What follows belongs to an exercise in optimizing a design on an open flow for small area, a short achievable clock period and few clock cycles per item; a production flow would make more cautious choices. Where RTL was checked, it was by simulation tests only, not by an equivalence proof against the original. No functional check of the RTL was part of runs 1, 6 and 7. Power is estimated from default activity; no workload was simulated.

### flow/flow/run.sh
#!/bin/bash
# Own layout flow: the standard flow (standard synthesis unchanged), with plain
# buf_4 cells as the input and output port buffers instead of the default choice.
# make's full output goes to flow_make.log in the work folder; ORFS keeps each step's
# log under orfs/logs/.
set -euo pipefail
bash standard.sh "BUFFER_PORTS_ARGS=-buffer_cell sky130_fd_sc_hd__buf_4" finish > flow_make.log 2>&1
### flow/standard.sh
#!/bin/bash
# synth_recipe.tcl (not shown) runs the flow's synth.tcl, then flattens the netlist and writes it again
# the make line also repeats each setting of config.mk as NAME=value (left out here)
make -C /OpenROAD-flow-scripts/flow DESIGN_CONFIG=/design/flow/config.mk WORK_HOME=/design/flow/orfs CLKGATE_MAP_FILE= SYNTH_SCRIPT=/design/flow/synth_recipe.tcl "${@:-finish}"
### flow/config.mk
export PLATFORM = sky130hd
export DESIGN_NAME = preemptive_priority_scheduler
export DESIGN_NICKNAME = preemptive_priority_scheduler
export VERILOG_FILES = /design/flow/design.v
export SDC_FILE = /design/flow/constraint.sdc
export NUM_CORES = 4
export LEC_CHECK = 0
export CAP_MARGIN = 20
export CORE_MARGIN = 2
export CORE_UTILIZATION = 40
export CTS_CLUSTER_DIAMETER = 80
export CTS_CLUSTER_SIZE = 22
export SETUP_SLACK_MARGIN = 3.0
export SLEW_MARGIN = 20
### flow/constraint.sdc
create_clock -name core_clock -period 6.0 [get_ports {clock}]
set_input_delay 1.2000 -clock core_clock [delete_from_list [all_inputs] [get_ports {clock}]]
set_output_delay 1.2000 -clock core_clock [all_outputs]
set_load 0.01 [all_outputs]
### flow/design.v
package pps_pkg;
   localparam int MAX_TASKS = 16;
   localparam int SLOT_W    = (MAX_TASKS > 1) ? $clog2(MAX_TASKS) : 1;
   localparam int CNT_W     = $clog2(MAX_TASKS + 1);
   localparam int TIME_W    = 16;
   localparam int PRIO_W    = 8;
   localparam int SUM_W     = 20;
   localparam int FCNT_W    = 5;
   localparam int SLOTF_W   = 4;
   localparam logic [TIME_W-1:0] TIME_MAX  = '1;
   localparam logic [FCNT_W-1:0] COUNT_MAX = '1;
   localparam logic OP_LOAD = 1'b0;
   localparam logic OP_TICK = 1'b1;
   localparam int AW = 24;
   function automatic logic [AW-1:0] add(input logic [AW-1:0] a, input logic [AW-1:0] b,
                                         input logic cin);
      logic [AW-1:0] g, p, gg, pp, s;
      int            k;
      g     = a & b;
      p     = a ^ b;
      gg    = g;
      pp    = p;
      gg[0] = g[0] | (p[0] & cin);
      for (int l = 0; l < $clog2(AW); l++) begin
         for (int i = 0; i < AW; i++) begin
            if (((i >> l) & 1) == 1) begin
               k     = ((i >> l) << l) - 1;
               gg[i] = gg[i] | (pp[i] & gg[k]);
               pp[i] = pp[i] & pp[k];
            end
         end
      end
      s[0] = p[0] ^ cin;
      for (int i = 1; i < AW; i++) s[i] = p[i] ^ gg[i-1];
      add = s;
   endfunction
   function automatic logic [AW-1:0] add3(input logic [AW-1:0] a, input logic [AW-1:0] b,
                                          input logic [AW-1:0] c, input logic c0,
                                          input logic cin);
      logic [AW-1:0] s, cy;
      s     = a ^ b ^ c;
      cy    = ((a & b) | (a & c) | (b & c)) << 1;
      cy[0] = c0;
      add3  = add(s, cy, cin);
   endfunction
endpackage
module pps_ram #(
   parameter int WIDTH = 8,
   parameter int DEPTH = 16
) (
   input  logic                             clock,
   input  logic                             wr_en,
   input  logic [$clog2(DEPTH)-1:0]         wr_addr,
   input  logic [WIDTH-1:0]                 wr_data,
   input  logic                             rd_en,
   input  logic [$clog2(DEPTH)-1:0]         rd_addr,
   output logic [WIDTH-1:0]                 rd_data
);
   logic [WIDTH-1:0] mem_ff [DEPTH];
   logic [WIDTH-1:0] rd_data_ff;
   always_ff @(posedge clock) begin
      if (wr_en) begin
         mem_ff[wr_addr] <= wr_data;
      end
      if (rd_en) begin
         rd_data_ff <= mem_ff[rd_addr];
      end
   end
   assign rd_data = rd_data_ff;
endmodule
module preemptive_priority_scheduler (
   input  logic                        clock,
   input  logic                        reset,
   input  logic                        req_valid,
   output logic                        req_ready,
   input  logic                        req_opcode,
   input  logic [pps_pkg::SLOTF_W-1:0] req_slot,
   input  logic [pps_pkg::TIME_W-1:0]  req_arrival_time,
   input  logic [pps_pkg::TIME_W-1:0]  req_burst_time,
   input  logic [pps_pkg::PRIO_W-1:0]  req_priority,
   output logic                        rsp_valid,
   input  logic                        rsp_ready,
   output logic                        rsp_ran,
   output logic [pps_pkg::SLOTF_W-1:0] rsp_ran_slot,
   output logic                        rsp_new_slice,
   output logic [pps_pkg::TIME_W-1:0]  rsp_slice_time,
   output logic                        rsp_finished,
   output logic [pps_pkg::TIME_W-1:0]  rsp_completion_time,
   output logic [pps_pkg::TIME_W-1:0]  rsp_turnaround,
   output logic [pps_pkg::TIME_W-1:0]  rsp_waiting,
   output logic [pps_pkg::SUM_W-1:0]   rsp_waiting_sum,
   output logic [pps_pkg::SUM_W-1:0]   rsp_turnaround_sum,
   output logic                        rsp_all_done,
   input  logic                        csr_wr_en,
   input  logic [pps_pkg::FCNT_W-1:0]  csr_wr_data
);
   localparam int N  = pps_pkg::MAX_TASKS;
   localparam int SW = pps_pkg::SLOT_W;
   localparam int TW = pps_pkg::TIME_W;
   localparam int PW = pps_pkg::PRIO_W;
   localparam int UW = pps_pkg::SUM_W;
   localparam int FW = pps_pkg::FCNT_W;
   localparam int AW = pps_pkg::AW;
   logic [TW-1:0] arr_q   [N];
   logic [TW:0]   ab_q    [N];
   logic [PW-1:0] prio_q  [N];
   logic [TW-1:0] rem_q   [N];
   logic [N-1:0]  run_q;
   logic [N-1:0]  arrv_q;
   logic          beat_q  [N][N];
   logic [N-1:0]  dec_q;
   logic [TW-1:0] pend_q;
   logic          pend2_q;
   logic [TW-1:0] now_q;
   logic [TW-1:0] nowp1_q;
   logic [SW-1:0] last_q;
   logic          last_vld_q;
   logic [FW-1:0] fin_cnt_q;
   logic [FW-1:0] task_q;
   logic          v1_q;
   logic          r1_ran_q;
   logic [SW-1:0] r1_slot_q;
   logic          r1_newsl_q;
   logic          r1_fin_q;
   logic          r1_nsat_q;
   logic [TW-1:0] r1_arr_q;
   logic [TW:0]   r1_ab_q;
   logic          v2_q;
   logic          r2_ran_q;
   logic [SW-1:0] r2_slot_q;
   logic          r2_newsl_q;
   logic          r2_fin_q;
   logic [TW-1:0] r2_now_q;
   logic          r2_nsat_q;
   logic [TW-1:0] r2_tat_q;
   logic [TW-1:0] r2_wt_q;
   logic          r2_done_q;
   logic          v3_q;
   logic          o_ran_q;
   logic [SW-1:0] o_slot_q;
   logic          o_newsl_q;
   logic [TW-1:0] o_slice_q;
   logic          o_fin_q;
   logic [TW-1:0] o_comp_q;
   logic [TW-1:0] o_tat_q;
   logic [TW-1:0] o_wt_q;
   logic [UW-1:0] o_wsum_q;
   logic [UW-1:0] o_tsum_q;
   logic          o_done_q;
   logic          adv;
   logic          acc;
   logic          acc_tick;
   logic          acc_load;
   assign adv       = !v3_q || rsp_ready;
   assign req_ready = adv;
   assign acc       = req_valid && adv;
   assign acc_tick  = acc && (req_opcode == pps_pkg::OP_TICK);
   assign acc_load  = acc && (req_opcode == pps_pkg::OP_LOAD);
   logic [N-1:0]  ready;
   logic [N-1:0]  win;
   logic [N-1:0]  one;
   logic          ran;
   logic          fin;
   logic          win_pend;
   logic [SW-1:0] slot_enc;
   logic [TW-1:0] arr_w;
   logic [TW:0]   ab_w;
   logic [TW-1:0] rem_w;
   assign ready = run_q & arrv_q;
   always_comb begin
      for (int i = 0; i < N; i++) begin
         win[i] = ready[i];
         for (int j = 0; j < N; j++) begin
            if (j < i) win[i] = win[i] & (!ready[j] | !beat_q[j][i]);
            if (j > i) win[i] = win[i] & (!ready[j] | beat_q[i][j]);
         end
         one[i] = dec_q[i] ? (rem_q[i] == TW'(2)) : (rem_q[i] == TW'(1));
      end
   end
   always_comb begin
      slot_enc = '0;
      arr_w    = '0;
      ab_w     = '0;
      rem_w    = '0;
      for (int i = 0; i < N; i++) begin
         if (win[i]) slot_enc = slot_enc | SW'(i);
         arr_w   = arr_w   | (arr_q[i]   & {TW{win[i]}});
         ab_w    = ab_w    | (ab_q[i]    & {(TW+1){win[i]}});
         rem_w   = rem_w   | (rem_q[i]   & {TW{win[i]}});
      end
   end
   assign ran      = |ready;
   assign fin      = |(win & one);
   assign win_pend = |(win & dec_q);
   logic [N-1:0]  kl;
   logic [TW:0]   ld_ab;
   logic [AW-1:0] ld_diff;
   logic          ld_arrv;
   logic [N-1:0]  ld_sel;
   always_comb begin
      for (int j = 0; j < N; j++) begin
         kl[j]     = {prio_q[j], SW'(j)} < {req_priority, req_slot};
         ld_sel[j] = acc_load && (req_slot == SW'(j));
      end
   end
   assign ld_ab   = (TW+1)'(pps_pkg::add(AW'(req_arrival_time), AW'(req_burst_time), 1'b0));
   assign ld_diff = pps_pkg::add(AW'(now_q), (~(AW'(req_arrival_time))), 1'b1);
   assign ld_arrv = !ld_diff[AW-1];
   logic [TW-1:0] rem_wd;
   logic [N-1:0]  rem_we;
   assign rem_wd = acc_load ? req_burst_time
                            : TW'(pps_pkg::add(AW'(pend_q), {{(AW-1){1'b1}}, !pend2_q}, 1'b0));
   assign rem_we = acc_load ? ld_sel : dec_q;
   always_ff @(posedge clock) begin
      for (int i = 0; i < N; i++) begin
         if (ld_sel[i]) begin
            arr_q[i]   <= req_arrival_time;
            ab_q[i]    <= ld_ab;
            prio_q[i]  <= req_priority;
         end
         if (rem_we[i]) rem_q[i] <= rem_wd;
         if (ld_sel[i]) begin
            arrv_q[i] <= ld_arrv;
         end else if (acc_tick && (arr_q[i] == nowp1_q)) begin
            arrv_q[i] <= 1'b1;
         end
         for (int j = 0; j < N; j++) begin
            if (j > i) begin
               if (ld_sel[i]) beat_q[i][j] <= !kl[j];
               else if (ld_sel[j]) beat_q[i][j] <= kl[i];
            end
         end
      end
   end
   always_ff @(posedge clock) begin
      if (reset) begin
         run_q <= '0;
         dec_q <= '0;
      end else begin
         for (int i = 0; i < N; i++) begin
            if (ld_sel[i]) run_q[i] <= (req_burst_time != '0);
            else if (acc_tick && win[i] && one[i]) run_q[i] <= 1'b0;
         end
         if (acc_load) dec_q <= dec_q & ~ld_sel;
         else if (acc_tick) dec_q <= win;
         else dec_q <= '0;
      end
   end
   always_ff @(posedge clock) begin
      if (acc_tick) begin
         pend_q  <= rem_w;
         pend2_q <= win_pend;
      end
   end
   always_ff @(posedge clock) begin
      if (reset) begin
         now_q      <= '0;
         nowp1_q    <= TW'(1);
         last_q     <= '0;
         last_vld_q <= 1'b0;
         fin_cnt_q  <= '0;
         task_q     <= '0;
         v1_q       <= 1'b0;
      end else begin
         if (csr_wr_en) task_q <= csr_wr_data;
         if (acc_tick) begin
            now_q <= nowp1_q;
            if (nowp1_q != pps_pkg::TIME_MAX) nowp1_q <= nowp1_q + 1'b1;
            if (ran) begin
               last_q     <= slot_enc;
               last_vld_q <= 1'b1;
            end
            if (fin && (fin_cnt_q != pps_pkg::COUNT_MAX)) fin_cnt_q <= fin_cnt_q + 1'b1;
         end
         if (adv) v1_q <= acc;
      end
   end
   always_ff @(posedge clock) begin
      if (adv) begin
         r1_ran_q   <= acc_tick && ran;
         r1_slot_q  <= (acc_tick && ran) ? slot_enc : '0;
         r1_newsl_q <= acc_tick && ran && (!last_vld_q || (last_q != slot_enc));
         r1_fin_q   <= acc_tick && fin;
         r1_nsat_q  <= (now_q != pps_pkg::TIME_MAX);
         r1_arr_q   <= arr_w;
         r1_ab_q    <= ab_w;
      end
   end
   logic [AW-1:0] tat_d;
   logic [AW-1:0] wt_d;
   assign tat_d = pps_pkg::add(AW'(now_q), (~(AW'(r1_arr_q))), 1'b1);
   assign wt_d  = pps_pkg::add(AW'(now_q), (~(AW'(r1_ab_q))), 1'b1);
   always_ff @(posedge clock) begin
      if (reset) begin
         v2_q <= 1'b0;
      end else if (adv) begin
         v2_q <= v1_q;
      end
   end
   always_ff @(posedge clock) begin
      if (adv) begin
         r2_ran_q   <= r1_ran_q;
         r2_slot_q  <= r1_slot_q;
         r2_newsl_q <= r1_newsl_q;
         r2_fin_q   <= v1_q && r1_fin_q;
         r2_now_q   <= now_q;
         r2_nsat_q  <= r1_nsat_q;
         r2_tat_q   <= r1_fin_q ? tat_d[TW-1:0] : '0;
         r2_wt_q    <= (r1_fin_q && !wt_d[AW-1]) ? wt_d[TW-1:0] : '0;
         r2_done_q  <= (fin_cnt_q == task_q);
      end
   end
   logic [AW-1:0] tsum_d;
   logic [AW-1:0] wsum_d;
   assign tsum_d = pps_pkg::add(AW'(o_tsum_q), AW'(r2_tat_q), 1'b0);
   assign wsum_d = pps_pkg::add(AW'(o_wsum_q), AW'(r2_wt_q), 1'b0);
   always_ff @(posedge clock) begin
      if (reset) begin
         v3_q     <= 1'b0;
         o_wsum_q <= '0;
         o_tsum_q <= '0;
      end else if (adv) begin
         v3_q <= v2_q;
         if (v2_q && r2_fin_q) begin
            o_tsum_q <= tsum_d[UW] ? '1 : tsum_d[UW-1:0];
            o_wsum_q <= wsum_d[UW] ? '1 : wsum_d[UW-1:0];
         end
      end
   end
   always_ff @(posedge clock) begin
      if (adv) begin
         o_ran_q   <= r2_ran_q;
         o_slot_q  <= r2_slot_q;
         o_newsl_q <= r2_newsl_q;
         o_slice_q <= r2_ran_q ? (r2_nsat_q ? TW'(pps_pkg::add(AW'(r2_now_q), '1, 1'b0))
                                            : r2_now_q)
                               : '0;
         o_fin_q   <= r2_fin_q;
         o_comp_q  <= r2_fin_q ? r2_now_q : '0;
         o_tat_q   <= r2_tat_q;
         o_wt_q    <= r2_wt_q;
         o_done_q  <= r2_done_q;
      end
   end
   assign rsp_valid           = v3_q;
   assign rsp_ran             = o_ran_q;
   assign rsp_ran_slot        = o_slot_q;
   assign rsp_new_slice       = o_newsl_q;
   assign rsp_slice_time      = o_slice_q;
   assign rsp_finished        = o_fin_q;
   assign rsp_completion_time = o_comp_q;
   assign rsp_turnaround      = o_tat_q;
   assign rsp_waiting         = o_wt_q;
   assign rsp_waiting_sum     = o_wsum_q;
   assign rsp_turnaround_sum  = o_tsum_q;
   assign rsp_all_done        = o_done_q;
endmodule
==> run notes, run 1 <==
first-pass GRT wire length 311600 um; core area 0.1519 sq mm; First-pass DRT Iterations 6; Net count, final 5214; #FFs+latches synth 1357; power share of the sequential group 58.8%; die area 0.1559 sq mm; R2R cell count 9; CP delay by family, top compound AO/OA/AOI/OAI gates; Critical Path Max Stage Delay 0.48 ns; switching portion of total power 23.74%; P&R area growth vs syn 19.23%; Warnings, synthesis 6; Post-DP HPWL 140900 um; CP most frequent cell buf_4; largest net degree at the start of global routing 90; Internal 0.01374 W; setup_tns 0 ns; vias in the first global route 41579; chip height 394.9 um; total CTS buffers 81; most frequent cell after synthesis edfxtp_1; IO buf count 168; global-route usage over all layers 27.74%; Psw 0.004278 W; clk sinks 1357; Starting DRT DRC Count 5994; H-tree levels 3; vias 43994; worst-skew pair later-pin latency 0.75 ns; RSZ-0062 raised after global routing true; cts hold-fix bufs 0; Final Hold Viols 0; GRT met2 Usage 42.66%; placed cells 6592; vias per inst 6.292; GR peak layer met2; wire per inst 32.25 um; Final setup viols 0; Distinct cells, synth 78; Starting Density 40.23%; drc violations 0; Synth top area share 60.69%; Final Max Tran Viols 0; Placement Setup Slack 1.455 ns; Power Density 247.3 mW/mm^2; Syn Area/Cell 13.48 sq um; FP Rows 143; Clock transition at path regs 0.10 ns; biggest area consumer among synthesized cells edfxtp_1; met3 Use GR 7.097%; met1 GRT Util 36.79%; worst r2r dst r1_arr_q[14]; EDFF count, synth 1235; antenna violations before repair 11; buffers and inverters on the worst path 3; fin cells 6992; Hold Path Origin r2_slot_q[3]; # IOs 169; max frequency 304.3 MHz; combinational share of power 7.4%; Startpoint Class register; ys async rst share 0%; die span in x 394.9 um; FF-to-FF Start run_q[13]; Synth top cells by count edfxtp_1 (1235), nand2_1 (308), xnor2_1 (234), ha_1 (230), nor2_1 (214); type of the worst min-delay path reg -> reg; WS Path Type reg -> reg; hold path endpoint o_slot_q[3]; Layout Skew 0.06399 ns; clock root cell clkbuf_16; CP required 6.31 ns; Final WS setup 2.714 ns; Reg2Reg Setup Slack 2.71 ns; peak supply drop 215.7 uV; cells after synthesis 4534; Period Utilization, post-route 54.77%; Clock power frac 33.8%; DRT Wirelength 225500 um; Critical Path Sink Type register; Lkg Pwr 25.80 nW; Main synth FF type edfxtp_1; top post-synthesis cells by area edfxtp_1 (61%), ha_1 (4.7%), dfxtp_1 (4.0%); Crit Path Max Fanout 15; Cells on Worst Hold Path 0; Worst-Margin Slew 1.180 ns; Arr. time, crit path 3.60 ns; total power 0.01802 W; fin crit period 3.286 ns; Seq/Total Area, Yosys 64.68%; crit-path cells nand2_4, o2111ai_1, nor4_4, buf_4, buf_4, buf_4, a22o_1, a221oi_1, nand4_1; Clock Path Buffers 3; CP max-delay cell nand4_1; Slew headroom 21.25%; Post-Syn Area 0.06111 sq mm; post-synth net total 4839; layout cells sized above 1 20.69%; status no timing/DRC/antenna violations; Final GP Congestion 1.007; final core occ 47.96%; Max Cap Violations 0; Routed Antenna Nets 0; GRT overflow 0; CTS tree done
==> how the worst max path moves through the flow <==
stage	startpoint	to	slack [ns]	cells after the start
detailed placement	req_priority[0]	beat_q[30]	1.45	11
global route	pend_q[0]	rem_q[2][15]	2.73	12
floorplan	req_arrival_time[0]	ab_q[0][14]	2.43	11
CTS	rsp_ready	ab_q[14][14]	2.83	6
finish	run_q[13]	r1_arr_q[14]	2.71	9
global placement	req_priority[0]	beat_q[30]	1.54	11
==> metrics by stage <==
stage                     cell area [sq um]  hold WS, ns
after floorplan                       62100       0.4003
after global placement                65500       0.4011
after detailed placement              65510       0.4045
after CTS                             71090       0.4258
after global routing                  72850       0.4353
final                                 72860       0.4245
==> what timing repair did <==
item,CTS,global route
buffers inserted,150,80
endpoints found under the hold margin,0,0
gates cloned,22,12
setup endpoints to repair,1087,565
resized for setup,262,167
pin swaps,58,64
==> cell usage in the layout (no fill, tap or decap), types with 56 or more instances in the layout <==
cell       instances
nor2_1           188
nand4_1          139
dfxtp_1          101
clkbuf_16         91
a21oi_1          118
edfxtp_1        1235
nand2_1          263
xnor2_1          228
xor2_1            97
buf_12            56
ha_1             214
buf_4            408
a22o_1           200
a221oi_1         191
nand3_1          187
inv_1             94
nand3b_1          91
nor4_1            56
o21ai_0          101
==> per-layer routing <==
metal,wire length (um),vias to the layer above,share of wire (%)
met5,115,-,0.051
met4,13570,16,6.0
met3,27080,620,12
met2,99240,3037,44
met1,85490,21965,38
li1,-,18356,-
==> flip-flops by register name, indices dropped and copies added, names as in the netlist, 17 cells and up <==
| signal | count |
|---|---|
| o_wsum_q | 20 |
| ab_q | 272 |
| arr_q | 256 |
| beat_q | 120 |
| prio_q | 128 |
| o_tsum_q | 20 |
| r1_ab_q | 17 |
| rem_q | 256 |
==> cell type report <==
| type | count | area [sq um] |
|---|---|---|
| Timing Repair Buffer | 539 | 5508 |
| Clock inverter | 31 | 374.1 |
| Timing Repair inverter | 6 | 42.54 |
| Sequential cell | 1357 | 39600 |
| Multi-Input combinational cell | 2798 | 22050 |
| Inverter | 126 | 579.3 |
| Tap cell | 2030 | 2540 |
| Antenna cell | 4 | 10.01 |
| Clock buffer | 101 | 2155 |
| Fill cell | 13081 | 79050 |
==> power groups by stage <==
stage               logic [W]  registers (W)  clock network [W]
floorplan            0.000585         0.0108                  0
global placement      0.00102         0.0108                  0
detailed placement    0.00104         0.0108                  0
CTS                   0.00123         0.0106            0.00614
global route          0.00141         0.0106            0.00643
finish                0.00134         0.0106            0.00609
==> cells by family after synthesis <==
kind of cell	synth area share, %
muxes	0.1310
DFF	64.68
xor gates and xnor gates	4.801
buffers and inverters	2.494
AOI/OAI and AO/OA	11.77
and+or+nand+nor	10.75
adders and majority gates	5.364
==> run 2, diff against run 1 <==
--- a/flow/design.v
+++ b/flow/design.v
@@ -43,6 +43,26 @@
       cy[0] = c0;
       add3  = add(s, cy, cin);
    endfunction
+   function automatic logic [15:0] dec12(input logic [15:0] x, input logic two);
+      logic [15:0] z;
+      logic [15:0] m;
+      z[0] = !two;
+      for (int k = 1; k < 16; k++) begin
+         m    = (16'(1) << k) - 16'(2);
+         z[k] = !(|(x & m)) & (two | !x[0]);
+      end
+      dec12 = x ^ z;
+   endfunction
+   function automatic logic [15:0] inc16(input logic [15:0] x);
+      logic [15:0] z;
+      logic [15:0] m;
+      z[0] = 1'b1;
+      for (int k = 1; k < 16; k++) begin
+         m    = (16'(1) << k) - 16'(1);
+         z[k] = &(x | ~m);
+      end
+      inc16 = x ^ z;
+   endfunction
 endpackage
 module pps_ram #(
    parameter int WIDTH = 8,
@@ -209,7 +229,7 @@
    logic [TW-1:0] rem_wd;
    logic [N-1:0]  rem_we;
    assign rem_wd = acc_load ? req_burst_time
-                            : TW'(pps_pkg::add(AW'(pend_q), {{(AW-1){1'b1}}, !pend2_q}, 1'b0));
+                            : pps_pkg::dec12(pend_q, pend2_q);
    assign rem_we = acc_load ? ld_sel : dec_q;
    always_ff @(posedge clock) begin
       for (int i = 0; i < N; i++) begin
@@ -265,7 +285,7 @@
          if (csr_wr_en) task_q <= csr_wr_data;
          if (acc_tick) begin
             now_q <= nowp1_q;
-            if (nowp1_q != pps_pkg::TIME_MAX) nowp1_q <= nowp1_q + 1'b1;
+            if (nowp1_q != pps_pkg::TIME_MAX) nowp1_q <= pps_pkg::inc16(nowp1_q);
             if (ran) begin
                last_q     <= slot_enc;
                last_vld_q <= 1'b1;
--- a/flow/config.mk
+++ b/flow/config.mk
@@ -7,7 +7,7 @@
 export LEC_CHECK = 0
 export CAP_MARGIN = 20
 export CORE_MARGIN = 2
-export CORE_UTILIZATION = 40
+export CORE_UTILIZATION = 55
 export CTS_CLUSTER_DIAMETER = 80
 export CTS_CLUSTER_SIZE = 22
 export SETUP_SLACK_MARGIN = 3.0
==> run notes, run 2 <==
Main synth FF type edfxtp_1; IO buf count 168; Arr. time, crit path 2.13 ns; Clock Path Buffers 3; Routed Antenna Nets 0; DRT Wirelength 230500 um; EDFF count, synth 1235; first-pass GRT wire length 307800 um; # IOs 169; Seq/Total Area, Yosys 64.61%; GRT overflow 0; #FFs+latches synth 1357; power share of the sequential group 60.1%; RSZ-0062 raised after global routing true; Lkg Pwr 25.45 nW; buffers and inverters on the worst path 7; multiplexer share of the synthesized area 0.2454%; Largest Register ab_q; FP Rows 122; H-tree levels 3; die area 0.1139 sq mm; commonest non-fill, non-tap cell in the layout edfxtp_1; combinational share of power 7.4%; Final setup viols 0; Power Density 246.1 mW/mm^2; registers with the most flip-flops ab_q (272), arr_q (256), rem_q (256); final core occ 64.77%; peak supply drop 316.1 uV; Post-DP HPWL 137300 um; worst r2r dst r2_wt_q[10]; Max Cap Violations 0; WS Path Type in -> out; fin crit period 3.325 ns; vias per inst 6.896; Internal 0.01351 W; vias in the first global route 41043; layout cells sized above 1 19.88%; Critical Path Sink Type output port; Slew headroom 16.85%; highest-count cells in the layout ignoring fill and taps edfxtp_1 (1235), buf_4 (403), nand2_1 (269), xnor2_1 (233), ha_1 (221); core area 0.1105 sq mm; uppermost layer routed met5; clock root cell clkbuf_16; Syn Area/Cell 13.53 sq um; CP most frequent cell buf_6; Final Max Tran Viols 0; type of the worst min-delay path reg -> reg; Synth top area share 60.62%; post-synthesis compound-gate area fraction 11.77%; CP max-delay cell nand2b_4; wire per inst 35.89 um; R2R cell count 14; die span in x 337.5 um; Final Hold Viols 0; P&R area growth vs syn 17.01%; max frequency 300.7 MHz; top post-synthesis cells by area edfxtp_1 (61%), ha_1 (4.7%), dfxtp_1 (4.0%); most frequent cell after synthesis edfxtp_1; Layout Skew 0.04373 ns; Final WS setup 2.675 ns; Net count, final 5193; Critical Path Max Stage Delay 0.15 ns; hold path endpoint r2_newsl_q; Cells on Worst Hold Path 0; Startpoint Class input port; FF-to-FF Start now_q[0]; CP required 4.80 ns; status no timing/DRC/antenna violations; met2 WL 103000 um; Final GP Congestion 1.004; largest net degree at the start of global routing 83; setup_tns 0 ns; Placement Setup Slack 1.178 ns; switching portion of total power 23.29%; Starting DRT DRC Count 6535; chip height 337.5 um; crit-path cells buf_6, nand2b_4, buf_6, buf_6, buf_6, buf_6, buf_16, buf_12; ys async rst share 0%; Crit Path Max Fanout 2; met3 wire len 28350 um; Distinct cells, synth 85; First-pass DRT Iterations 9; Warnings, synthesis 6; cells after synthesis 4522; Post-Syn Area 0.06117 sq mm; Worst-Margin Slew 1.236 ns; Clock power frac 32.5%; Adder-Cell Fraction of Synth Area 5.359%; worst-skew pair later-pin latency 0.71 ns; post-synth net total 4827; Clock transition at path regs 0.09 ns; global-route usage over all layers 38.68%; main combinational cell family by area after synthesis compound AO/OA/AOI/OAI gates; CTS tree done; clk sinks 1357; fillers 8506; Reg2Reg Setup Slack 2.83 ns; total CTS buffers 75; Period Utilization, post-route 55.42%; antenna violations before repair 11; Hold Path Origin r1_newsl_q; cts hold-fix bufs 0; M1 WL 82260 um; post-synthesis simple-gate area fraction 10.74%; drc violations 0; xor/xnor share of the synthesized area 4.796%; Psw 0.004103 W; biggest area consumer among synthesized cells edfxtp_1; vias 44300; max FFs per register 272; Starting Density 55.35%; CP delay by family, top buffers and inverters; Synth top cells by count edfxtp_1 (1235), nand2_1 (301), xnor2_1 (236), ha_1 (230), a221oi_1 (203)
==> run 2: cell types whose count changed in the layout (fill, tap and decap cells not counted), moves of 12 or more <==
cell and change:
o21ai_1 -13, o21ai_0 +21, buf_12 -20, a21oi_1 -12
buf_6 +19
==> run 2: cell families after synthesis <==
kind of cell,after synthesis
buf+inv,376
flops,1357
simple gates,1228
fa+ha+maj,250
xor+xnor,335
compound gates,961
mux,15
==> run 2: final cells by class <==
cell class	instances	area (sq um)	share of cell area, %
Clock inverter	17	227.7	0.3181
Sequential cell	1357	39570	55.28
Multi-Input combinational cell	2790	21820	30.49
Timing Repair Buffer	537	5444	7.605
Tap cell	1488	1862	2.601
Clock buffer	102	2031	2.837
Timing Repair inverter	6	42.54	0.05943
Inverter	121	565.5	0.7901
Antenna cell	6	15.01	0.02098
==> run 2: what timing repair did <==
item,CTS,global route
endpoints found under the hold margin,0,0
setup buffers,127,82
cloned,25,19
endpoints found under the setup margin,902,577
gates resized for setup,213,191
pin swaps,48,86
==> run 2: metal layers <==
metal	vias up	GRT usage, %
li1	18308	-
met1	22002	50.33
met2	3232	60.33
met3	742	9.246
met4	16	20.67
met5	-	0
==> run 2: worst max path at each step <==
| stage | startpoint | endpoint | slack (ns) | depth (start not counted) |
|---|---|---|---|---|
| 2_1_floorplan | req_arrival_time[0] | ab_q[0][14] | 2.43 | 11 |
| 3_3_place_gp | req_priority[0] | beat_q[30] | 1.30 | 11 |
| 3_5_place_dp | req_priority[0] | beat_q[26] | 1.18 | 11 |
| 4_1_cts | rsp_ready | req_ready | 2.68 | 8 |
| 5_1_grt | rsp_ready | req_ready | 2.65 | 8 |
| 6_report | rsp_ready | req_ready | 2.67 | 8 |
==> run 2: through the flow <==
stage	power (W)	hold WS, ns	cell area, sq um	instances
floorplan	0.01137	0.4003	61710	4522
global placement	0.01182	0.4019	64720	6045
detailed placement	0.01184	0.4045	64730	6045
CTS	0.01751	0.4263	69690	6316
global route	0.01803	0.4304	71560	6418
finish	0.01761	0.4270	71580	6424
==> run 2: power groups by stage <==
stage | clock network [W] | registers, W | logic, W
3_5_place_dp | 0 | 0.0108 | 0.00103
4_1_cts | 0.00573 | 0.0106 | 0.00119
6_report | 0.00572 | 0.0106 | 0.00130
3_3_place_gp | 0 | 0.0108 | 0.00101
2_1_floorplan | 0 | 0.0108 | 0.000572
5_1_grt | 0.00605 | 0.0106 | 0.00138
Testbench counts of run 2, summed over its fixed seeds: cycles 16,096, items 16,072.
==> run 3, diff against run 2 <==
--- a/flow/config.mk
+++ b/flow/config.mk
@@ -7,8 +7,8 @@
 export LEC_CHECK = 0
 export CAP_MARGIN = 20
 export CORE_MARGIN = 2
-export CORE_UTILIZATION = 55
+export CORE_UTILIZATION = 40
 export CTS_CLUSTER_DIAMETER = 80
 export CTS_CLUSTER_SIZE = 22
-export SETUP_SLACK_MARGIN = 3.0
+export SETUP_SLACK_MARGIN = 3.2
 export SLEW_MARGIN = 20
==> run notes, run 3 <==
Worst-Margin Slew 1.337 ns; registers with the most flip-flops ab_q (272), arr_q (256), rem_q (256); Final Hold Viols 0; vias per inst 6.439; Post-DP HPWL 140300 um; Critical Path Start rsp_ready; Period Utilization, post-route 54.89%; Final setup viols 0; status no timing/DRC/antenna violations; setup_tns 0 ns; Distinct cells, synth 85; global-route usage over all layers 29.22%; CTS tree done; core area 0.1519 sq mm; cts hold-fix bufs 0; die area 0.1561 sq mm; P&R area growth vs syn 24.54%; Clock Path Buffers 3; commonest non-fill, non-tap cell in the layout edfxtp_1; Arr. time, crit path 3.37 ns; worst r2r dst prio_q[1][6]; Crit Path Max Fanout 18; RSZ-0062 raised after global routing true; Final GP Congestion 0.9914; Power Density 237.3 mW/mm^2; fin crit period 3.294 ns; drc violations 0; biggest area consumer among synthesized cells edfxtp_1; IO buf count 168; Starting Density 40.27%; CP max-delay cell clkinvlp_2; layout cells sized above 1 27.24%; Final WS setup 2.706 ns; Net count, final 5353; H-tree levels 3; post-synth net total 4827; max FFs per register 272; total CTS buffers 80; die span in x 395.1 um; Critical Path Sink Type register; Post-Syn Area 0.06117 sq mm; Synth top cells by count edfxtp_1 (1235), nand2_1 (301), xnor2_1 (236), ha_1 (230), a221oi_1 (203); #FFs+latches synth 1357; Warnings, synthesis 6; R2R cell count 6; chip height 395.1 um; Slew headroom 10.39%; antenna violations before repair 8; Lkg Pwr 27.05 nW; vias 45967; Syn Area/Cell 13.53 sq um; top post-synthesis cells by area edfxtp_1 (61%), ha_1 (4.7%), dfxtp_1 (4.0%); FP Rows 143; Starting DRT DRC Count 6723; FF-to-FF Start v3_q; CP required 6.07 ns; clk sinks 1357; Clock transition at path regs 0.09 ns; Main synth FF type edfxtp_1; Final Max Tran Viols 0; Startpoint Class input port; cells after synthesis 4522; First-pass DRT Iterations 8; CP most frequent cell buf_4; wire per inst 34.18 um; Synth top area share 60.62%; EDFF count, synth 1235; max frequency 303.6 MHz; first-pass GRT wire length 325400 um; Placement Setup Slack 1.332 ns; most frequent cell after synthesis edfxtp_1; Critical Path Max Stage Delay 1.16 ns; CP endpoint prio_q[1][6]; largest net degree at the start of global routing 74; WS Path Type in -> reg; Reg2Reg Setup Slack 2.83 ns; Routed Antenna Nets 0; crit-path cells buf_4, nand2b_4, nand2_4, nor2_4, buf_4, nand3_1, clkinvlp_2; ys async rst share 0%; vias in the first global route 42645; Seq/Total Area, Yosys 64.61%; GRT overflow 0; clock root cell clkbuf_16; # IOs 169; DRT Wirelength 244000 um; Layout Skew 0.05529 ns; highest-count cells in the layout ignoring fill and taps edfxtp_1 (1235), buf_4 (445), nand2_1 (267), xnor2_1 (231), ha_1 (216); type of the worst min-delay path reg -> reg; Max Cap Violations 0; peak supply drop 240.4 uV; worst-skew pair later-pin latency 0.76 ns; Largest Register ab_q
## run 3: cell counts after synthesis
No cell type changed its count.
## run 3: worst max-delay path, delay by kind of cell
family                 cells  cell delay, ns
buffers and inverters      3            1.48
AND/OR/NAND/NOR            4            0.66
## run 3: worst min-delay path by stage
stage,cells after the start,endpoint,startpoint
floorplan,0,o_done_q,r2_done_q
global placement,0,r2_nsat_q,r1_nsat_q
detailed placement,0,r2_newsl_q,r1_newsl_q
CTS,0,o_slot_q[2],r2_slot_q[2]
global route,0,o_slot_q[2],r2_slot_q[2]
finish,0,o_slot_q[0],r2_slot_q[0]
## run 3: report_power, final
part           internal, W  switching (W)  total [W]  leakage (nW)
Clock              0.00271        0.00334    0.00605          1.21
Combinational     0.000541       0.000880    0.00142          13.2
Sequential          0.0105      0.0000903     0.0106          12.7
## run 3: per-layer routing
metal | up-vias | share of wire, % | track usage [%]
met5 | - | 0.053 | 0
met4 | 20 | 7.6 | 16.53
met3 | 847 | 12 | 6.714
met2 | 3479 | 44 | 45.29
met1 | 22956 | 36 | 37.75
li1 | 18665 | - | -
## run 3: final cells by class
class | count | area (sq um)
well taps | 2030 | 2540
flip-flops and latches | 1357 | 39590
multi-input cells | 2794 | 23420
diodes | 2 | 5.005
repair buffers | 684 | 7470
inverters | 121 | 578.1
clock inverters | 27 | 340.3
fillers | 12791 | 75720
clock buffers | 114 | 2172
repair inverters | 10 | 72.57
## run 3: repair_timing
| action | 4_1_cts | 5_1_grt |
|---|---|---|
| pin swaps | 114 | 164 |
| endpoints found under the setup margin | 1295 | 814 |
| cloned | 41 | 28 |
| resized for setup | 389 | 489 |
| setup buffers | 235 | 100 |
## run 3: metrics by stage
stage / util [%] / std cells / cell area [sq um] / total power, W / hold WS, ns
after global placement: 43.05 / 6589 / 65390 / 0.01182 / 0.4037
after CTS: 47.85 / 7009 / 72680 / 0.01792 / 0.4200
after detailed placement: 43.10 / 6592 / 65480 / 0.01185 / 0.4045
final: 50.15 / 7139 / 76190 / 0.01808 / 0.4195
after floorplan: - / 4522 / 61710 / 0.01137 / 0.4003
after global routing: 50.15 / 7137 / 76180 / 0.01851 / 0.4215
## run 3: kinds of logic (layout without fill, tap and decap cells)
family,after synthesis,count (layout),synth area share (%)
compound gates,961,965,11.77
xor+xnor,335,335,4.796
fa+ha+maj,250,250,5.359
buf+inv,376,956,2.467
flops,1357,1357,64.61
mux,15,15,0.2454
other cells,0,2,0
simple gates,1228,1229,10.74
==> run 4, diff against run 3 <==
--- a/flow/config.mk
+++ b/flow/config.mk
@@ -10,5 +10,5 @@
 export CORE_UTILIZATION = 40
 export CTS_CLUSTER_DIAMETER = 80
 export CTS_CLUSTER_SIZE = 22
-export SETUP_SLACK_MARGIN = 3.2
+export SETUP_SLACK_MARGIN = 2.9
 export SLEW_MARGIN = 20
==> run notes, run 4 <==
max FFs per register 272; Max Cap Violations 0; Placement Setup Slack 1.429 ns; highest-count cells in the layout ignoring fill and taps edfxtp_1 (1235), buf_4 (361), nand2_1 (276), xnor2_1 (231), ha_1 (225); Clock Path Buffers 3; Starting DRT DRC Count 5982; Reg2Reg Setup Slack 2.80 ns; Period Utilization, post-route 54.18%; Final GP Congestion 0.9954; Layout Skew 0.05266 ns; IO buf count 168; WS Path Type in -> out; Internal 0.01385 W; global-route usage over all layers 27.49%; Arr. time, crit path 2.05 ns; Post-Syn Area 0.06117 sq mm; clk sinks 1357; fin crit period 3.251 ns; cells after synthesis 4522; FF-to-FF Start run_q[6]; P&R area growth vs syn 15.80%; GRT overflow 0; hold path endpoint o_done_q; type of the worst min-delay path reg -> reg; vias 43220; Worst-Margin Slew 1.133 ns; H-tree levels 3; met2 WL 100700 um; Startpoint Class input port; First-pass DRT Iterations 8; worst-skew pair later-pin latency 0.76 ns; FP Rows 143; worst r2r dst r1_arr_q[15]; Final setup viols 0; die area 0.1561 sq mm; drc violations 0; first-pass GRT wire length 309100 um; Slew headroom 24.31%; status no timing/DRC/antenna violations; Starting Density 40.27%; Crit Path Max Fanout 64; Largest Register ab_q; power share of the sequential group 58.1%; vias per inst 6.275; EDFF count, synth 1235; setup_tns 0 ns; most frequent cell after synthesis edfxtp_1; final hold slack 0.4196 ns; registers with the most flip-flops ab_q (272), arr_q (256), rem_q (256); Power Density 257.6 mW/mm^2; Seq/Total Area, Yosys 64.61%; die span in x 395.1 um; Critical Path Sink Type output port; Lkg Pwr 24.82 nW; uppermost layer routed met5; Main synth FF type edfxtp_1; Final Max Tran Viols 0; combinational share of power 6.6%; # IOs 169; Psw 0.004391 W; CP required 4.80 ns; post-synth net total 4827; total CTS buffers 86; Hold Path Origin r2_done_q; M1 WL 86100 um; Synth top cells by count edfxtp_1 (1235), nand2_1 (301), xnor2_1 (236), ha_1 (230), a221oi_1 (203); RSZ-0062 raised after global routing true; Routed Antenna Nets 0; largest net degree at the start of global routing 71; total power 0.01825 W; biggest area consumer among synthesized cells edfxtp_1; top post-synthesis cells by area edfxtp_1 (61%), ha_1 (4.7%), dfxtp_1 (4.0%); Syn Area/Cell 13.53 sq um; wire per inst 32.26 um; vias in the first global route 41212; commonest non-fill, non-tap cell in the layout edfxtp_1; Net count, final 5103; clock root cell clkbuf_16; Final WS setup 2.749 ns; met3 wire len 25420 um; layout cells sized above 1 17.20%; DRT Wirelength 222200 um; Clock transition at path regs 0.09 ns; R2R cell count 8; Synth top area share 60.62%; peak supply drop 239.8 uV; final core occ 46.63%; fillers 13451; Distinct cells, synth 85; antenna violations before repair 14; ys async rst share 0%; core area 0.1519 sq mm; Clock power frac 35.4%; Warnings, synthesis 6; max frequency 307.6 MHz; Cells on Worst Hold Path 0; switching portion of total power 24.07%; Final Hold Viols 0; Post-DP HPWL 140100 um; chip height 395.1 um; CTS tree done; #FFs+latches synth 1357; cts hold-fix bufs 0
==> run 4: cell counts after synthesis <==
Identical to the previous run, type by type.
==> run 4: worst max-delay path by stage <==
stage	startpoint	endpoint	slack, ns	cells past startpoint
after floorplan	req_arrival_time[0]	ab_q[0][14]	2.43	11
after global placement	req_priority[0]	beat_q[58]	1.46	11
after detailed placement	req_priority[0]	beat_q[54]	1.43	11
after CTS	rsp_ready	req_ready	2.64	4
after global routing	rsp_ready	req_ready	2.69	4
final	rsp_ready	req_ready	2.75	4
==> run 4: logic make-up after synthesis <==
family | Yosys count | share of synthesized area [%]
and+or+nand+nor | 1228 | 10.74
DFF | 1357 | 64.61
AOI/OAI and AO/OA | 961 | 11.77
adders and majority gates | 250 | 5.359
muxes | 15 | 0.2454
buffers and inverters | 376 | 2.467
xor gates and xnor gates | 335 | 4.796
==> run 4: stage by stage <==
stage | area, sq um | instances
2_1_floorplan | 61700 | 4522
4_1_cts | 69850 | 6832
3_5_place_dp | 65320 | 6576
6_report | 70840 | 6888
3_3_place_gp | 65320 | 6576
5_1_grt | 70840 | 6887
==> run 4: area by class of cell <==
| class | count | area (sq um) | area share [%] |
|---|---|---|---|
| clock buffer | 101 | 2252 | 3.179 |
| timing repair buffer | 435 | 4080 | 5.760 |
| antenna | 3 | 7.507 | 0.01060 |
| clock inverter | 44 | 545.5 | 0.7701 |
| tap | 2030 | 2540 | 3.585 |
| inverter | 121 | 549.3 | 0.7754 |
| timing repair inverter | 7 | 45.04 | 0.06358 |
| sequential | 1357 | 39570 | 55.86 |
| multi-input combinational | 2790 | 21250 | 29.99 |
==> run 4: what timing repair did <==
action	in CTS	in global routing
setup buffers	97	45
gates cloned	14	8
setup endpoints to repair	895	486
resized for setup	118	102
pin swaps	37	45
==> run 4: critical path, stage by stage <==
cell and delay, ns:
buf_4 0.08, nand2b_4 0.13, buf_8 0.38, buf_4 0.21
==> run 4: power by group through the flow <==
stage               Combinational, W  Sequential, W  Clock [W]
floorplan                   0.000571         0.0108          0
global placement             0.00100         0.0108          0
detailed placement           0.00102         0.0108          0
CTS                          0.00113         0.0106    0.00652
global route                 0.00128         0.0106    0.00685
finish                       0.00120         0.0106    0.00645
==> run 4: metal layers <==
| metal | vias up | global-route usage [%] |
|---|---|---|
| met2 | 2716 | 43.26 |
| li1 | 18110 | - |
| met3 | 478 | 6.529 |
| met1 | 21902 | 36.79 |
| met4 | 14 | 10.48 |
| met5 | - | 0.4926 |
==> run 5, diff against run 4 <==
--- a/flow/config.mk
+++ b/flow/config.mk
@@ -10,5 +10,5 @@
 export CORE_UTILIZATION = 40
 export CTS_CLUSTER_DIAMETER = 80
 export CTS_CLUSTER_SIZE = 22
-export SETUP_SLACK_MARGIN = 2.9
+export SETUP_SLACK_MARGIN = 3.0
 export SLEW_MARGIN = 20
==> run notes, run 5 <==
Syn Area/Cell 13.53 sq um; fin crit period 3.127 ns; layout cells sized above 1 18.91%; Starting DRT DRC Count 6457; RSZ-0062 raised after global routing true; EDFF count, synth 1235; Net count, final 5173; clk sinks 1357; placed cells 6574; Distinct cells, synth 85; Slew headroom 21.50%; cts hold-fix bufs 0; most frequent cell after synthesis edfxtp_1; Placement Setup Slack 1.530 ns; WS Path Type reg -> reg; Arr. time, crit path 3.59 ns; die area 0.1561 sq mm; R2R cell count 13; wire per inst 32.86 um; Max Cap Violations 0; Power Density 249.1 mW/mm^2; Synth top area share 60.62%; registers with the most flip-flops ab_q (272), arr_q (256), rem_q (256); Lkg Pwr 25.35 nW; Final Hold Viols 0; ys async rst share 0%; setup_tns 0 ns; hold path endpoint o_done_q; Largest Register ab_q; Post-Syn Area 0.06117 sq mm; status no timing/DRC/antenna violations; final hold slack 0.4193 ns; Cells on Worst Hold Path 0; largest net degree at the start of global routing 89; Routed Antenna Nets 0; Starting Density 40.27%; Worst-Margin Slew 1.167 ns; fin cells 6960; # IOs 169; combinational share of power 7.1%; total power 0.01791 W; highest-count cells in the layout ignoring fill and taps edfxtp_1 (1235), buf_4 (413), nand2_1 (268), xnor2_1 (233), ha_1 (223); FP Rows 143; CP required 6.47 ns; Clock transition at path regs 0.09 ns; max frequency 319.8 MHz; type of the worst min-delay path reg -> reg; Final setup viols 0; DRT Wirelength 228700 um; H-tree levels 3; post-synth net total 4827; Seq/Total Area, Yosys 64.61%; core area 0.1519 sq mm; Final WS setup 2.873 ns; vias per inst 6.347; peak supply drop 194.9 uV; Reg2Reg Setup Slack 2.87 ns; Synth top cells by count edfxtp_1 (1235), nand2_1 (301), xnor2_1 (236), ha_1 (230), a221oi_1 (203); IO buf count 168; Clock power frac 33.8%; total CTS buffers 80; cells after synthesis 4522; commonest non-fill, non-tap cell in the layout edfxtp_1; Final GP Congestion 1.004; Critical Path Sink Type register; FF-to-FF Start now_q[0]; Layout Skew 0.04956 ns; GRT overflow 0; antenna violations before repair 13; first-pass GRT wire length 310900 um; worst r2r dst r2_wt_q[0]; global-route usage over all layers 27.87%; Startpoint Class register; #FFs+latches synth 1357; Warnings, synthesis 6; die span in x 395.1 um; Internal 0.01369 W; worst-skew pair later-pin latency 0.74 ns; Post-DP HPWL 139300 um; Final Max Tran Viols 0; biggest area consumer among synthesized cells edfxtp_1; switching portion of total power 23.55%; Period Utilization, post-route 52.11%; top post-synthesis cells by area edfxtp_1 (61%), ha_1 (4.7%), dfxtp_1 (4.0%); power share of the sequential group 59.2%; vias 44175; Crit Path Max Fanout 7; Main synth FF type edfxtp_1; drc violations 0; P&R area growth vs syn 17.53%; vias in the first global route 41172; fillers 13281; Clock Path Buffers 3; max FFs per register 272; Hold Path Origin r2_done_q; clock root cell clkbuf_16; CTS tree done; Psw 0.004219 W; First-pass DRT Iterations 6; chip height 395.1 um
## run 5: cell types whose count changed in the layout (fill, tap and decap cells not counted), moves of 7 or more
cell        previous run  this run
a21oi_2               12        19
clkbuf_1              10        21
nand2_1              276       268
bufbuf_16              6        17
clkinvlp_4            29        22
o21ai_0              133       124
buf_4                361       413
o21ai_2                2         9
a21oi_1              131       124
dfxtp_1              108       101
inv_6                 11         4
## run 5: layer usage
metal  track usage [%]  share of wire, %  vias to the layer above
met3             6.731                12                      628
met1             36.95                38                    22224
li1                  -                 -                    18281
met5                 0             0.025                        -
met2             42.77                44                     3032
met4             13.85               6.0                       10
## run 5: timing repair
item                                   in CTS  in global routing
setup buffers                             145                 63
setup endpoints to repair                 793                573
cloned                                     23                 11
endpoints found under the hold margin       0                  0
resized for setup                         176                135
pin swaps                                  56                 52
## run 5: area by class of cell
cell class | instances | area, sq um | area share [%]
Sequential cell | 1357 | 39590 | 55.06
Multi-Input combinational cell | 2790 | 21530 | 29.94
Timing Repair Buffer | 515 | 5105 | 7.100
Tap cell | 2030 | 2540 | 3.533
Clock buffer | 106 | 2195 | 3.052
Inverter | 121 | 550.5 | 0.7657
Clock inverter | 31 | 357.8 | 0.4977
Timing Repair inverter | 3 | 17.52 | 0.02436
Antenna cell | 7 | 17.52 | 0.02436
## run 5: per-stage QoR
step / cell area, sq um / util (%)
after floorplan: 61710 / -
after global placement: 65360 / 43.03
after detailed placement: 65390 / 43.04
after CTS: 70580 / 46.47
after global routing: 71880 / 47.32
final: 71900 / 47.33
## run 5: power groups by stage
| stage | logic [W] | clock network [W] | registers [W] |
|---|---|---|---|
| final | 0.00126 | 0.00605 | 0.0106 |
| after global routing | 0.00134 | 0.00640 | 0.0106 |
| after CTS | 0.00117 | 0.00610 | 0.0106 |
| after detailed placement | 0.00102 | 0 | 0.0108 |
| after global placement | 0.00100 | 0 | 0.0108 |
| after floorplan | 0.000572 | 0 | 0.0108 |
## run 5: worst max-delay path by stage
stage                              from           to  slack (ns)
finish                         now_q[0]   r2_wt_q[0]        2.87
global route                 r1_ab_q[2]   r2_wt_q[0]        2.77
detailed placement      req_priority[0]   beat_q[94]        1.53
global placement        req_priority[0]   beat_q[94]        1.47
CTS                          r1_ab_q[2]   r2_wt_q[0]        2.75
floorplan           req_arrival_time[0]  ab_q[0][14]        2.43
## run 5: kinds of logic (layout without fill, tap and decap cells)
group	after synthesis	count (layout)	share of synthesized area, %
flops	1357	1357	64.61
simple gates	1228	1228	10.74
compound gates	961	962	11.77
buf+inv	376	776	2.467
xor+xnor	335	335	4.796
fa+ha+maj	250	250	5.359
mux	15	15	0.2454
other cells	0	7	0
## run 5: critical path, cell delays in order (launching register included)
cell	delay, ns
dfxtp_4	0.38
inv_2	0.09
ha_4	0.13
fa_2	0.25
nor2b_4	0.05
o31a_1	0.26
o311a_1	0.32
o31a_1	0.30
o41ai_4	0.31
o211ai_2	0.16
o31ai_4	0.27
buf_6	0.17
buf_16	0.14
nor2_2	0.03
==> run 6, diff against run 5 <==
--- a/flow/design.v
+++ b/flow/design.v
@@ -154,6 +154,7 @@
    logic          r2_nsat_q;
    logic [TW-1:0] r2_tat_q;
    logic [TW-1:0] r2_wt_q;
+   logic          r2_wneg_q;
    logic          r2_done_q;
    logic          v3_q;
    logic          o_ran_q;
@@ -326,14 +327,17 @@
          r2_now_q   <= now_q;
          r2_nsat_q  <= r1_nsat_q;
          r2_tat_q   <= r1_fin_q ? tat_d[TW-1:0] : '0;
-         r2_wt_q    <= (r1_fin_q && !wt_d[AW-1]) ? wt_d[TW-1:0] : '0;
+         r2_wt_q    <= r1_fin_q ? wt_d[TW-1:0] : '0;
+         r2_wneg_q  <= wt_d[AW-1];
          r2_done_q  <= (fin_cnt_q == task_q);
       end
    end
    logic [AW-1:0] tsum_d;
    logic [AW-1:0] wsum_d;
+   logic [TW-1:0] wt3;
+   assign wt3    = r2_wneg_q ? '0 : r2_wt_q;
    assign tsum_d = pps_pkg::add(AW'(o_tsum_q), AW'(r2_tat_q), 1'b0);
-   assign wsum_d = pps_pkg::add(AW'(o_wsum_q), AW'(r2_wt_q), 1'b0);
+   assign wsum_d = pps_pkg::add(AW'(o_wsum_q), AW'(wt3), 1'b0);
    always_ff @(posedge clock) begin
       if (reset) begin
          v3_q     <= 1'b0;
@@ -358,7 +362,7 @@
          o_fin_q   <= r2_fin_q;
          o_comp_q  <= r2_fin_q ? r2_now_q : '0;
          o_tat_q   <= r2_tat_q;
-         o_wt_q    <= r2_wt_q;
+         o_wt_q    <= wt3;
          o_done_q  <= r2_done_q;
       end
    end
==> run notes, run 6 <==
Crit Path Max Fanout 36; clk sinks 1358; fillers 13238; Syn Area/Cell 13.49 sq um; Seq. cell area 0.03960 sq mm; chip height 395.3 um; Final setup viols 0; ys async rst share 0%; RSZ-0062 raised after global routing true; worst-skew pair later-pin latency 0.76 ns; max FFs per register 272; CP delay by family, top buffers and inverters; CP max-delay cell buf_16; Net count, final 5178; top post-synthesis cells by area edfxtp_1 (61%), ha_1 (4.7%), dfxtp_1 (4.0%); Post-DP Area 0.06558 sq mm; setup_tns 0 ns; Max Cap Violations 0; Arr. time, crit path 2.08 ns; Distinct cells, synth 73; DRT Wirelength 228900 um; max frequency 305.0 MHz; Slew headroom 12.03%; Synth top area share 60.61%; Warnings, synthesis 6; combinational share of power 7.1%; Lkg Pwr 25.42 nW; power share of the sequential group 58.5%; Clock Path Buffers 3; cells after synthesis 4540; Critical Path Max Stage Delay 0.19 ns; commonest non-fill, non-tap cell in the layout edfxtp_1; Layout Skew 0.06392 ns; cts hold-fix bufs 0; Critical Path Sink Type output port; vias in the first global route 41446; Starting Density 40.31%; Final WS setup 2.722 ns; peak supply drop 229.3 uV; Clock transition at path regs 0.09 ns; first-pass GRT wire length 315700 um; Psw 0.004315 W; GRT overflow 0; First-pass DRT Iterations 8; biggest area consumer among synthesized cells edfxtp_1; buffers and inverters on the worst path 4; crit-path cells buf_4, nand2b_4, buf_16, buf_16, buf_4; fin crit period 3.278 ns; Final GP Congestion 0.9871; IO buf count 168; post-synth net total 4845; vias per inst 6.277; P&R area growth vs syn 17.97%; area of the multi-input gates 0.02172 sq mm; core area 0.1519 sq mm; Internal 0.01381 W; Placement Setup Slack 1.582 ns; Largest Register ab_q; Worst-Margin Slew 1.312 ns; # IOs 169; Synth top cells by count edfxtp_1 (1236), nand2_1 (296), xnor2_1 (243), ha_1 (230), a221oi_1 (203); Post-Layout Inst Area 0.07224 sq mm; Starting DRT DRC Count 6487; Startpoint Class input port; Post-Syn Area 0.06123 sq mm; Power Density 250.9 mW/mm^2; largest net degree at the start of global routing 67; wire per inst 32.80 um; Seq/Total Area, Yosys 64.60%; die area 0.1562 sq mm; drc violations 0; vias 43809; EDFF count, synth 1236; #FFs+latches synth 1358; Period Utilization, post-route 54.64%; total CTS buffers 81; CP required 4.80 ns; most frequent cell after synthesis edfxtp_1; global-route usage over all layers 28.23%; switching portion of total power 23.81%; status no timing/DRC/antenna violations; type of the worst min-delay path reg -> reg; Final Max Tran Viols 0; CTS tree done; Clock power frac 34.4%; Main synth FF type edfxtp_1; Post-DP HPWL 139200 um; Final Hold Viols 0; die span in x 395.3 um; Routed Antenna Nets 0; WS Path Type in -> out; layout cells sized above 1 19.04%; highest-count cells in the layout ignoring fill and taps edfxtp_1 (1236), buf_4 (384), nand2_1 (251), xnor2_1 (240), ha_1 (222); H-tree levels 3; FP Rows 143; registers with the most flip-flops ab_q (272), arr_q (256), rem_q (256); antenna violations before repair 21; clock root cell clkbuf_16
-- run 6: cell count changes after synthesis, moves of 7 or more --
cell and delta:
nor2_1 -8, clkbuf_1 +16, buf_1 -8, and3_1 +8
xnor2_1 +7, a21oi_1 +10, and2_1 +11, nor2b_1 +21
nor2_2 -10
-- run 6: through the flow --
stage / utilization (%) / cells / hold slack (ns) / total power, W
floorplan: - / 4540 / 0.4003 / 0.01140
global placement: 43.16 / 6591 / 0.4010 / 0.01186
detailed placement: 43.17 / 6592 / 0.4045 / 0.01189
CTS: 46.73 / 6907 / 0.4232 / 0.01808
global route: 47.54 / 6972 / 0.4319 / 0.01857
finish: 47.55 / 6979 / 0.4202 / 0.01813
-- run 6: what timing repair did --
| item | CTS | global route |
|---|---|---|
| pin swaps | 48 | 50 |
| endpoints found under the setup margin | 904 | 483 |
| hold endpoints to repair | 0 | 0 |
| gates resized for setup | 201 | 122 |
| buffers inserted | 136 | 55 |
| gates cloned | 28 | 9 |
-- run 6: logic make-up (layout without fill, tap and decap cells) --
group                    Yosys count  after routing  synth area share (%)
XOR/XNOR                         341            341                 4.877
other                              0              8                     0
buffers and inverters            383            780                 2.497
AND/OR/NAND/NOR                 1235           1237                 10.85
flip-flops                      1358           1358                 64.60
AO/OA/AOI/OAI                    958            960                 11.57
adder cells (fa/ha/maj)          250            250                 5.354
multiplexers                      15             15                0.2452
-- run 6: per-layer routing --
layer	GRT usage (%)	part of all wire, %	up-vias
li1	-	-	18303
met1	37.11	38	21912
met2	43.03	44	2941
met3	8.066	12	627
met4	13.34	5.7	26
met5	0	0.084	-
-- run 6: worst reg2reg max path: stages, from the launching register on --
cell and delay (ns):
edfxtp_1 0.53, nor2b_2 0.22, ha_2 0.21, inv_2 0.04, fa_2 0.37, nor2b_4 0.13, o31a_1 0.20, o221ai_4 0.13
a211oi_2 0.24, o32a_1 0.27, a21o_4 0.19, a21oi_4 0.08, buf_6 0.16, buf_12 0.13, a311oi_2 0.25
-- run 6: power by group through the flow --
stage	sequential (W)	clock (W)	combinational, W
floorplan	0.0108	0	0.000594
global placement	0.0108	0	0.00103
detailed placement	0.0108	0	0.00105
CTS	0.0106	0.00627	0.00120
global route	0.0106	0.00658	0.00136
finish	0.0106	0.00623	0.00128
-- run 6: final timing paths --
| kind | depth (start not counted) | end | start | slack [ns] |
|---|---|---|---|---|
| setup / recovery | 5 | req_ready | rsp_ready | 2.72 |
| setup reg to reg | 14 | o_wsum_q[17] | r2_wneg_q | 2.79 |
| hold reg to reg | 0 | r2_ran_q | r1_ran_q | 0.42 |
| hold / removal | 0 | r2_ran_q | r1_ran_q | 0.42 |
-- run 6: layout make-up --
cell class / instances / area share [%]
Timing Repair inverter: 8 / 0.07968
Sequential cell: 1358 / 54.83
Timing Repair Buffer: 498 / 7.043
Clock inverter: 32 / 0.5785
Clock buffer: 119 / 3.076
Antenna cell: 8 / 0.02771
Multi-Input combinational cell: 2803 / 30.07
Tap cell: 2030 / 3.516
Inverter: 123 / 0.7829
==> run 7, diff against run 6 <==
--- a/flow/design.v
+++ b/flow/design.v
@@ -154,7 +154,6 @@
    logic          r2_nsat_q;
    logic [TW-1:0] r2_tat_q;
    logic [TW-1:0] r2_wt_q;
-   logic          r2_wneg_q;
    logic          r2_done_q;
    logic          v3_q;
    logic          o_ran_q;
@@ -218,9 +217,22 @@
    logic [AW-1:0] ld_diff;
    logic          ld_arrv;
    logic [N-1:0]  ld_sel;
+   function automatic logic key_lt(input logic [PW-1:0] a, input logic [PW-1:0] b,
+                                   input logic tie);
+      logic [3:0] glt, geq;
+      logic       r;
+      for (int g = 0; g < 4; g++) begin
+         glt[g] = (!a[2*g+1] & b[2*g+1]) |
+                  (!(a[2*g+1] ^ b[2*g+1]) & !a[2*g] & b[2*g]);
+         geq[g] = !(a[2*g+1] ^ b[2*g+1]) & !(a[2*g] ^ b[2*g]);
+      end
+      r = tie;
+      for (int g = 0; g < 4; g++) r = glt[g] | (geq[g] & r);
+      key_lt = r;
+   endfunction
    always_comb begin
       for (int j = 0; j < N; j++) begin
-         kl[j]     = {prio_q[j], SW'(j)} < {req_priority, req_slot};
+         kl[j]     = key_lt(prio_q[j], req_priority, SW'(j) < req_slot);
          ld_sel[j] = acc_load && (req_slot == SW'(j));
       end
    end
@@ -327,17 +339,14 @@
          r2_now_q   <= now_q;
          r2_nsat_q  <= r1_nsat_q;
          r2_tat_q   <= r1_fin_q ? tat_d[TW-1:0] : '0;
-         r2_wt_q    <= r1_fin_q ? wt_d[TW-1:0] : '0;
-         r2_wneg_q  <= wt_d[AW-1];
+         r2_wt_q    <= (r1_fin_q && !wt_d[AW-1]) ? wt_d[TW-1:0] : '0;
          r2_done_q  <= (fin_cnt_q == task_q);
       end
    end
    logic [AW-1:0] tsum_d;
    logic [AW-1:0] wsum_d;
-   logic [TW-1:0] wt3;
-   assign wt3    = r2_wneg_q ? '0 : r2_wt_q;
    assign tsum_d = pps_pkg::add(AW'(o_tsum_q), AW'(r2_tat_q), 1'b0);
-   assign wsum_d = pps_pkg::add(AW'(o_wsum_q), AW'(wt3), 1'b0);
+   assign wsum_d = pps_pkg::add(AW'(o_wsum_q), AW'(r2_wt_q), 1'b0);
    always_ff @(posedge clock) begin
       if (reset) begin
          v3_q     <= 1'b0;
@@ -362,7 +371,7 @@
          o_fin_q   <= r2_fin_q;
          o_comp_q  <= r2_fin_q ? r2_now_q : '0;
          o_tat_q   <= r2_tat_q;
-         o_wt_q    <= wt3;
+         o_wt_q    <= r2_wt_q;
          o_done_q  <= r2_done_q;
       end
    end
==> run notes, run 7 <==
status no timing/DRC/antenna violations; cells after synthesis 4606; FP Rows 143; Placement Setup Slack 1.446 ns; Synth top area share 60.90%; R2R cell count 10; fin cells 7001; Synth top cells by count edfxtp_1 (1235), nand2_1 (298), clkbuf_1 (235), xor2_1 (217), a221oi_1 (204); Clock Path Buffers 3; Main synth FF type edfxtp_1; placed cells 6650; type of the worst min-delay path reg -> reg; commonest non-fill, non-tap cell in the layout edfxtp_1; Clock transition at path regs 0.09 ns; Final Max Tran Viols 0; max FFs per register 272; first-pass GRT wire length 301600 um; top post-synthesis cells by area edfxtp_1 (61%), dfxtp_1 (4.0%), ha_1 (3.4%); highest-count cells in the layout ignoring fill and taps edfxtp_1 (1235), buf_4 (359), nand2_1 (266), xor2_1 (213), a22o_1 (201); Period Utilization, post-route 58.02%; CTS tree done; Net count, final 5152; EDFF count, synth 1235; Slew headroom 28.28%; GRT overflow 0; Cells on Worst Hold Path 0; drc violations 0; Final Hold Viols 0; ys async rst share 0%; clock root cell clkbuf_16; Final setup viols 0; vias per inst 6.239; P&R area growth vs syn 18.07%; fin crit period 3.481 ns; #FFs+latches synth 1357; largest net degree at the start of global routing 71; vias 43682; chip height 394.2 um; CP required 6.62 ns; peak supply drop 239.1 uV; Power Density 253.8 mW/mm^2; global-route usage over all layers 26.70%; Final GP Congestion 0.9673; Crit Path Max Fanout 8; die span in x 394.2 um; die area 0.1554 sq mm; setup_tns 0 ns; hold path endpoint o_slot_q[2]; clk sinks 1357; total CTS buffers 83; Critical Path Sink Type register; Lkg Pwr 26.01 nW; Routed Antenna Nets 0; Seq/Total Area, Yosys 64.91%; core area 0.1515 sq mm; Post-Syn Area 0.06089 sq mm; Hold Path Origin r2_slot_q[2]; WS Path Type reg -> reg; Final WS setup 2.519 ns; worst r2r dst rem_q[11][13]; biggest area consumer among synthesized cells edfxtp_1; Reg2Reg Setup Slack 2.52 ns; Layout Skew 0.04398 ns; Startpoint Class register; First-pass DRT Iterations 6; vias in the first global route 40560; H-tree levels 3; registers with the most flip-flops ab_q (272), arr_q (256), rem_q (256); antenna violations before repair 10; layout cells sized above 1 18.54%; Worst-Margin Slew 1.076 ns; Largest Register ab_q; Arr. time, crit path 4.10 ns; # IOs 169; final hold slack 0.4022 ns; IO buf count 168; DRT Wirelength 218300 um; Starting DRT DRC Count 5723; Starting Density 40.18%; Warnings, synthesis 6; Distinct cells, synth 72; Max Cap Violations 0; Post-DP HPWL 138300 um; final core occ 47.44%; FF-to-FF Start pend_q[0]; Syn Area/Cell 13.22 sq um; wire per inst 31.18 um; most frequent cell after synthesis edfxtp_1; post-synth net total 4848; worst-skew pair later-pin latency 0.76 ns; RSZ-0062 raised after global routing true; max frequency 287.3 MHz
[run 7: cell count changes after synthesis, sizes merged, moves of 18 or more]
cell | before | now
maj3 | 0 | 18
xor2 | 98 | 217
buf | 77 | 34
nand4 | 136 | 107
ha | 230 | 167
xnor2 | 243 | 122
nor2b | 39 | 18
nor4 | 87 | 117
a31oi | 13 | 35
a21oi | 156 | 194
inv | 122 | 203
clkbuf | 183 | 235
o21ai | 150 | 70
nand2b | 22 | 43
[run 7: power by group]
part           internal, W  total [W]  switching, W
Sequential          0.0105     0.0106     0.0000802
Clock              0.00293    0.00635       0.00342
Combinational     0.000471    0.00129      0.000823
Total               0.0139     0.0183       0.00432
[run 7: per-stage QoR]
step                area, sq um  power [W]
detailed placement        65030    0.01189
floorplan                 61360    0.01139
global placement          65010    0.01186
CTS                       70200    0.01819
global route              71900    0.01874
finish                    71900    0.01825
[run 7: critical path: stages, from the launching register on]
cell,delay (ns)
edfxtp_1,0.43
ha_4,0.20
or4_4,0.43
or3_4,0.38
or4_4,0.45
or4_4,0.44
or2_4,0.29
buf_6,0.14
xor2_4,0.15
o21ai_4,0.23
clkbuf_16,0.20
[run 7: cell type report]
type | count | area [sq um]
fillers | 13190 | 79650
repair buffers | 479 | 4788
repair inverters | 6 | 42.54
clock inverters | 42 | 518.0
inverters | 208 | 872.1
clock buffers | 101 | 2228
multi-input cells | 2775 | 21340
flip-flops and latches | 1357 | 39560
diodes | 3 | 7.507
well taps | 2030 | 2540
[run 7: what timing repair did]
action | 4_1_cts | 5_1_grt
hold buffers | 0 | 0
gates resized for setup | 227 | 202
setup endpoints to repair | 999 | 637
buffers inserted | 115 | 61
pin swaps | 60 | 82
gates cloned | 14 | 14
[run 7: cells by family (layout without fill, tap and decap cells)]
group           after synthesis  in the layout  share of synthesized area [%]
compound gates              973            974                          12.00
xor+xnor                    339            339                          4.876
fa+ha+maj                   205            205                          4.385
buf+inv                     477            836                          2.947
flops                      1357           1357                          64.91
mux                          17             17                         0.2794
other cells                   0              3                              0
simple gates               1238           1240                          10.60
[run 7: how the worst max path moves through the flow]
stage | startpoint | end | slack, ns | cells past startpoint
after floorplan | rsp_ready | arrv_q[14] | 2.39 | 8
after CTS | pend_q[0] | rem_q[12][15] | 2.45 | 10
after global routing | pend_q[0] | rem_q[6][13] | 2.47 | 10
after global placement | req_priority[1] | beat_q[40] | 1.49 | 10
after detailed placement | rsp_ready | beat_q[46] | 1.45 | 11
final | pend_q[0] | rem_q[11][13] | 2.52 | 10
[run 7: per-layer routing]
layer	vias to the layer above	routed length, um	part of all wire [%]	global-route usage [%]
met1	22045	85750	39	36.84
met5	-	25	0.011	0
li1	18417	-	-	-
met2	2799	98210	45	41.11
met4	4	10330	4.7	11.28
met3	417	23990	11	5.295

## afterwards: timing with drivers on the ports
The flow's constraints put no driver on any port. The routed layouts listed below were extracted and timed again, unchanged, in two steps.
Step 1: set_driving_cell puts a clkbuf_16 on clock and a buf_2 on each other input, an assumption about the parent block.
Step 2 moves the port delays by t, midway between the first and last clock arrival at a register: inputs arrive t later, outputs are due t later. That takes back most of the time a late clock gives input paths.
a / b / c = no drivers / after step 1 / after step 2; a / b = the first two.
run | t (ns) | slack for setup (ns) | worst register clock-pin slew, ns
run 1 | 0.800 | 2.714 / 2.714 / 2.103 | 0.10 / 0.10
run 2 | 0.768 | 2.675 / 2.640 / 2.064 | 0.10 / 0.10
run 3 | 0.805 | 2.706 / 2.716 / 1.911 | 0.10 / 0.10
run 4 | 0.817 | 2.749 / 2.666 / 2.063 | 0.10 / 0.10
run 5 | 0.788 | 2.873 / 2.873 / 2.091 | 0.10 / 0.10
run 6 | 0.803 | 2.722 / 2.693 / 2.040 | 0.10 / 0.10
run 7 | 0.806 | 2.519 / 2.519 / 2.078 | 0.10 / 0.10
After both steps every run listed still meets setup and hold. The setup slack of run 3, which loses most, moves by +0.010 ns with the drivers and by -0.795 ns with both steps.
